Background: an optimization exercise with open tools, aiming at small area, a short achievable clock period and few clock cycles per item. Do not read the settings as production practice.
Where RTL was checked, it was by simulation tests only, not by an equivalence proof against the original.
Power figures rest on the tool's default switching activity, not on a simulated workload.

==> inputs of try-pepper <==
==> flow/design.v (excerpt) <==
module ica_conv_top (
    input  logic        clk,
    input  logic        nreset,
    input  logic        start,
    input  logic [15:0] sample_in,
    input  logic        sample_valid,
    output logic        sample_ready,
    output logic        done,
    output logic [17:0] diff_norm,
    output logic        converged
);
    localparam logic [2:0] P_IDLE = 3'd0;
    localparam logic [2:0] P_S0   = 3'd1;   
    localparam logic [2:0] P_S1   = 3'd2;   
    localparam logic [2:0] P_ROT  = 3'd3;   
    localparam logic [2:0] P_M1   = 3'd4;   
    localparam logic [2:0] P_M2   = 3'd5;   
    localparam logic [2:0] P_DONE = 3'd6;
    logic [2:0]  phase, phase_n;
    logic [3:0]  s, s_n;           
    logic [1:0]  stp, stp_n;       
    logic [2:0]  ntaken, ntaken_n;
    logic        sv, sv_n;         
    logic        ready_q, ready_n;
    logic        done_q, done_n;
    logic [15:0] smp;              
    logic [15:0] p0, p1, p2, p3;   
  ...
==> module ica_conv_top, before the edit <==
module ica_conv_top (
    input  logic        clk,
    input  logic        nreset,
    input  logic        start,
    input  logic [15:0] sample_in,
    input  logic        sample_valid,
    output logic        sample_ready,
    output logic        done,
    output logic [17:0] diff_norm,
    output logic        converged
);
    localparam logic [2:0] P_IDLE = 3'd0;
    localparam logic [2:0] P_S0   = 3'd1;   
    localparam logic [2:0] P_S1   = 3'd2;   
    localparam logic [2:0] P_ROT  = 3'd3;   
    localparam logic [2:0] P_M1   = 3'd4;   
    localparam logic [2:0] P_M2   = 3'd5;   
    localparam logic [2:0] P_DONE = 3'd6;
    logic [2:0]  phase, phase_n;
    logic [3:0]  s, s_n;           
    logic [1:0]  stp, stp_n;       
    logic [2:0]  ntaken, ntaken_n;
    logic        sv, sv_n;         
    logic        ready_q, ready_n;
    logic        done_q, done_n;
    logic [15:0] smp;              
    logic [15:0] p0, p1, p2, p3;   
    logic [19:0] x;                
    logic signed [19:0] y;
    logic        take;
    logic        consume;
    assign take = ready_q && sample_valid;
    logic signed [16:0] d;
    logic        neg;
    logic [19:0] xs;
    logic signed [19:0] ys;
    logic [19:0] x_rot;
    logic signed [19:0] y_rot;
    logic signed [19:0] lo;
    logic [17:0] run_new;
    assign d   = {smp[15], smp} - {p0[15], p0};
    assign neg = y[19];
    assign xs  = x >> s;
    assign ys  = y >>> s;
    assign x_rot = neg ? x - ys : x + ys;
    assign y_rot = neg ? y + signed'(xs) : y - signed'(xs);
    logic signed [25:0] m1_sum;
    assign m1_sum = signed'({6'b0, x}) + signed'({4'b0, x, 2'b0}) - signed'({2'b0, x, 4'b0});
    assign lo = m1_sum[24:5];
    logic signed [32:0] m2_sum;
    assign m2_sum = signed'({{13{y[19]}}, y})
                  + signed'({3'b0, x, 10'b0})
                  + signed'({5'b0, x, 8'b0})
                  - signed'({8'b0, x, 5'b0})
                  - signed'({11'b0, x, 2'b0})
                  + 33'sd4096;
    assign run_new = m2_sum[30:13];
    always_ff @(posedge clk) begin
        if (take) smp <= sample_in;
    end
    always_ff @(posedge clk) begin
        if (!nreset) begin
            p0 <= '0; p1 <= '0; p2 <= '0; p3 <= '0;
        end else if (consume) begin
            p0 <= p1; p1 <= p2; p2 <= p3; p3 <= smp;
        end
    end
    always_ff @(posedge clk) begin
        case (phase)
            P_S0: if (sv) begin
                x <= '0;
                y <= {{1{d[16]}}, d, 2'b0};
            end
            P_S1: if (sv) begin
                x <= x_rot;                  
                y <= {{1{d[16]}}, d, 2'b0};
            end
            P_ROT: begin
                x <= x_rot;
                y <= y_rot;
            end
            P_M1: y <= lo;
            P_M2: if (sv || stp == 2'd3) begin
                x <= {run_new, 2'b0};
                y <= {{1{d[16]}}, d, 2'b0};
            end
            default: ;
        endcase
    end
    always_comb begin
        phase_n  = phase;
        s_n      = s;
        stp_n    = stp;
        ntaken_n = ntaken + (take ? 3'd1 : 3'd0);
        done_n   = done_q;
        consume  = 1'b0;
        case (phase)
            P_IDLE: begin
                ntaken_n = '0;
                if (start) phase_n = P_S0;
            end
            P_S0: if (sv) begin
                consume = 1'b1;
                phase_n = P_S1;
            end
            P_S1: if (sv) begin
                consume = 1'b1;
                phase_n = P_ROT;
                s_n     = '0;
                stp_n   = 2'd1;
            end
            P_ROT: begin
                s_n = s + 4'd1;
                if (s == 4'd15) phase_n = P_M1;
            end
            P_M1: phase_n = P_M2;
            P_M2: begin
                if (stp == 2'd3) begin
                    phase_n = P_DONE;
                    done_n  = 1'b1;
                end else if (sv) begin
                    consume = 1'b1;
                    phase_n = P_ROT;
                    stp_n   = stp + 2'd1;
                end
            end
            P_DONE: if (!start) begin
                phase_n = P_IDLE;
                done_n  = 1'b0;
            end
            default: phase_n = P_IDLE;
        endcase
        sv_n = (sv && !consume) || take;
        ready_n = (phase_n != P_IDLE) && (phase_n != P_DONE) && (ntaken_n != 3'd4) &&
                  (!sv_n || phase_n == P_S0 || phase_n == P_S1 ||
                   (phase_n == P_M2 && stp_n != 2'd3));
    end
    always_ff @(posedge clk) begin
        if (!nreset) begin
            phase   <= P_IDLE;
            s       <= '0;
            stp     <= '0;
            ntaken  <= '0;
            sv      <= 1'b0;
            ready_q <= 1'b0;
            done_q  <= 1'b0;
        end else begin
            phase   <= phase_n;
            s       <= s_n;
            stp     <= stp_n;
            ntaken  <= ntaken_n;
            sv      <= sv_n;
            ready_q <= ready_n;
            done_q  <= done_n;
        end
    end
    assign sample_ready = ready_q;
    assign done         = done_q;
    assign diff_norm    = x[19:2];
    assign converged    = (x[19:2] <= 18'd32);
endmodule
Settings: LEC_CHECK=0, CAP_MARGIN=20, CORE_MARGIN=2, CORE_UTILIZATION=60, PLACE_DENSITY=0.7, SETUP_SLACK_MARGIN=5, SLEW_MARGIN=20; clock period 9.0 ns.
run.sh (not shown) runs the stock make flow with config.mk's settings and CLKGATE_MAP_FILE= SYNTH_SCRIPT=/design/flow/synth_recipe.tcl, a recipe that flattens the netlist after the stock synthesis.
==> try-delta: changes against try-pepper <==
SETUP_SLACK_MARGIN = not set   (was 5)
==> try-umber: changes against try-pepper <==
==> flow/design.v (replaced) <==
`default_nettype none
package ica_pkg;
    localparam int DIM          = 4;
    localparam int SAMPLE_WIDTH = 16;
    localparam int NORM_WIDTH   = 18;
    localparam logic [NORM_WIDTH-1:0] THRESHOLD = NORM_WIDTH'(32);
    localparam logic [2:0] IDLE   = 3'd0;
    localparam logic [2:0] LOAD   = 3'd1;
    localparam logic [2:0] DIFF   = 3'd2;
    localparam logic [2:0] NORM   = 3'd3;
    localparam logic [2:0] REPORT = 3'd4;
endpackage
`default_nettype wire
`default_nettype none
package cordic_pkg;
    localparam int CORDIC_WIDTH  = 22;
    localparam int CORDIC_STAGES = 16;
    localparam int GUARD_BITS    = 2;
    localparam int GAIN_WIDTH = 16;
    localparam logic [GAIN_WIDTH-1:0] GAIN_INV = 16'd39797;
endpackage
`default_nettype wire
`timescale 1ns/1ps
`default_nettype none
module ica_conv_top (
    input  logic        clk,
    input  logic        nreset,
    input  logic        start,
    input  logic [15:0] sample_in,
    input  logic        sample_valid,
    output logic        sample_ready,
    output logic        done,
    output logic [17:0] diff_norm,
    output logic        converged
);
    localparam logic [2:0] P_IDLE = 3'd0;   
    localparam logic [2:0] P_S1   = 3'd1;   
    localparam logic [2:0] P_ROT  = 3'd2;   
    localparam logic [2:0] P_M1   = 3'd3;   
    localparam logic [2:0] P_M2   = 3'd4;   
    localparam logic [2:0] P_M3   = 3'd5;   
    logic [2:0]  phase, phase_n;
    logic [3:0]  sx, sx_n;         
    logic [3:0]  sy, sy_n;         
    logic [1:0]  stp, stp_n;       
    logic        want_q, want_n;   
    logic        done_q, done_n;
    logic        pval, pval_n;     
    logic [15:0] p0, p1, p2, p3;   
    logic [19:0] x;                
    logic signed [19:0] y;
    logic        take;
    assign sample_ready = start && want_q;
    assign take         = sample_ready && sample_valid;
    logic [15:0] pref;
    logic signed [16:0] d;
    logic signed [19:0] d4;
    assign pref = pval ? p0 : 16'd0;
    assign d    = {sample_in[15], sample_in} - {pref[15], pref};
    assign d4   = {d[16], d, 2'b0};
    logic        neg;
    logic [19:0] xs;
    logic signed [19:0] ys;
    logic [20:0] x_sum, y_sum;
    logic [19:0] x_rot;
    logic signed [19:0] y_rot;
    assign neg   = y[19];
    assign xs    = x >> sx;
    assign ys    = y >>> sy;
    assign x_sum = {x, 1'b1} + {ys ^ {20{neg}}, neg};
    assign y_sum = {y, 1'b1} + {xs ^ {20{!neg}}, !neg};
    assign x_rot = x_sum[20:1];
    assign y_rot = y_sum[20:1];
    logic signed [25:0] m1_sum;
    logic signed [27:0] m2_sum;
    logic signed [24:0] m3_sum;
    assign m1_sum = signed'({6'b0, x}) + signed'({4'b0, x, 2'b0}) - signed'({2'b0, x, 4'b0});
    assign m2_sum = signed'({{8{y[19]}}, y}) - signed'({6'b0, x, 2'b0}) - signed'({3'b0, x, 5'b0});
    assign m3_sum = signed'({{5{y[19]}}, y}) + signed'({5'b0, x}) + signed'({3'b0, x, 2'b0}) + 25'sd16;
    always_ff @(posedge clk) begin
        if (take) begin
            p0 <= p1; p1 <= p2; p2 <= p3; p3 <= sample_in;
        end
    end
    always_ff @(posedge clk) begin
        case (phase)
            P_IDLE: if (take) begin
                x <= '0;
                y <= d4;
            end
            P_S1: if (take) begin
                x <= x_rot;                  
                y <= d4;
            end
            P_ROT: begin
                x <= x_rot;
                y <= y_rot;
            end
            P_M1: y <= m1_sum[24:5];
            P_M2: y <= m2_sum[27:8];
            P_M3: if (take || stp == 2'd3) begin
                x <= {m3_sum[22:5], 2'b0};
                y <= d4;
            end
            default: ;
        endcase
    end
    always_comb begin
        phase_n = phase;
        sx_n    = sx;
        sy_n    = sy;
        stp_n   = stp;
        done_n  = done_q;
        pval_n  = pval;
        case (phase)
            P_IDLE: begin
                if (!start) done_n = 1'b0;
                if (take) phase_n = P_S1;
            end
            P_S1: if (take) begin
                phase_n = P_ROT;
                stp_n   = 2'd1;
            end
            P_ROT: begin
                sx_n = sx + 4'd1;
                sy_n = sy + 4'd1;
                if (sx == 4'd15) phase_n = P_M1;
            end
            P_M1: phase_n = P_M2;
            P_M2: phase_n = P_M3;
            P_M3: begin
                if (stp == 2'd3) begin
                    phase_n = P_IDLE;
                    done_n  = 1'b1;
                    pval_n  = 1'b1;
                end else if (take) begin
                    phase_n = P_ROT;
                    stp_n   = stp + 2'd1;
                end
            end
            default: phase_n = P_IDLE;
        endcase
        want_n = (phase_n == P_IDLE && !done_n) || phase_n == P_S1 ||
                 (phase_n == P_M3 && stp_n != 2'd3);
    end
    always_ff @(posedge clk) begin
        if (!nreset) begin
            phase  <= P_IDLE;
            sx     <= '0;
            sy     <= '0;
            stp    <= '0;
            want_q <= 1'b0;
            done_q <= 1'b0;
            pval   <= 1'b0;
        end else begin
            phase  <= phase_n;
            sx     <= sx_n;
            sy     <= sy_n;
            stp    <= stp_n;
            want_q <= want_n;
            done_q <= done_n;
            pval   <= pval_n;
        end
    end
    assign done      = done_q && start;
    assign diff_norm = x[19:2];
    assign converged = (x[19:2] <= 18'd32);
endmodule
`default_nettype wire
SETUP_SLACK_MARGIN = not set   (was 5)
==> qor summary <==
item	try-umber	try-pepper	try-delta
Crit path max fanout	4	5	37
Met1 track demand over resource	46.3%	46.9%	41.0%
Switching Fraction	39.0%	39.5%	38.3%
Die height	154 um	165 um	165 um
Mapped Cells	1480	1825	1825
Pin count of the biggest net entering global routing	73	80	80
Maximum single-stage delay on the critical path	0.70 ns	0.50 ns	0.84 ns
Fraction of final layout cells with drive strength greater than 1	5.70%	22.7%	6.34%
Routed wire length on met3	3.02 mm	4.34 mm	3.25 mm
Power Dens Cells	153 mW/mm^2	134 mW/mm^2	135 mW/mm^2
Status	timing/DRC/antenna clean	timing/DRC/antenna clean	timing/DRC/antenna clean
Cells after DPL	1763	2139	2144
Synthesized netlist net count	1708	2086	2086
Total Routed Length	36.8 mm	50.4 mm	42.6 mm
Testbench counts of try-pepper, summed over its fixed seeds: cycles 31,216, runs 512.
Testbench counts of try-delta, summed over its fixed seeds: cycles 31,216, runs 512.
For try-umber, only the layout was checked, not whether the RTL still works.

-- port drivers added, routing unchanged --
Ports are ideal in the flow. The routed layouts listed here were re-timed in OpenROAD.
Step 1: set_driving_cell puts a clkbuf_16 on clk and a buf_2 on each other input, an assumption about the parent block.
Step 2, shift: input delay + t, output delay - t, t = (earliest + latest rising clock arrival at the registers) / 2. This alone moves slack from input paths to output paths.
a / b / c = ideal ports / drivers / drivers and shift; a / b = the first two.
run	shift t [ns]	slack for setup (ns)	worst setup path at the end	slew at the worst register clock pin (ns)	worst slew at a driven data input, ns
try-pepper	0.489	4.336 / 4.336 / 4.336	register to register	0.08 / 0.08	0.04
try-delta	0.477	3.238 / 3.238 / 3.238	register to register	0.08 / 0.08	0.03
try-umber	0.475	4.007 / 4.024 / 3.557	input to register	0.08 / 0.08	0.03
After both steps setup and hold are still met in every run listed. For try-umber, which loses most, drivers alone change the setup slack by +0.017 ns; drivers and shift together by -0.450 ns.
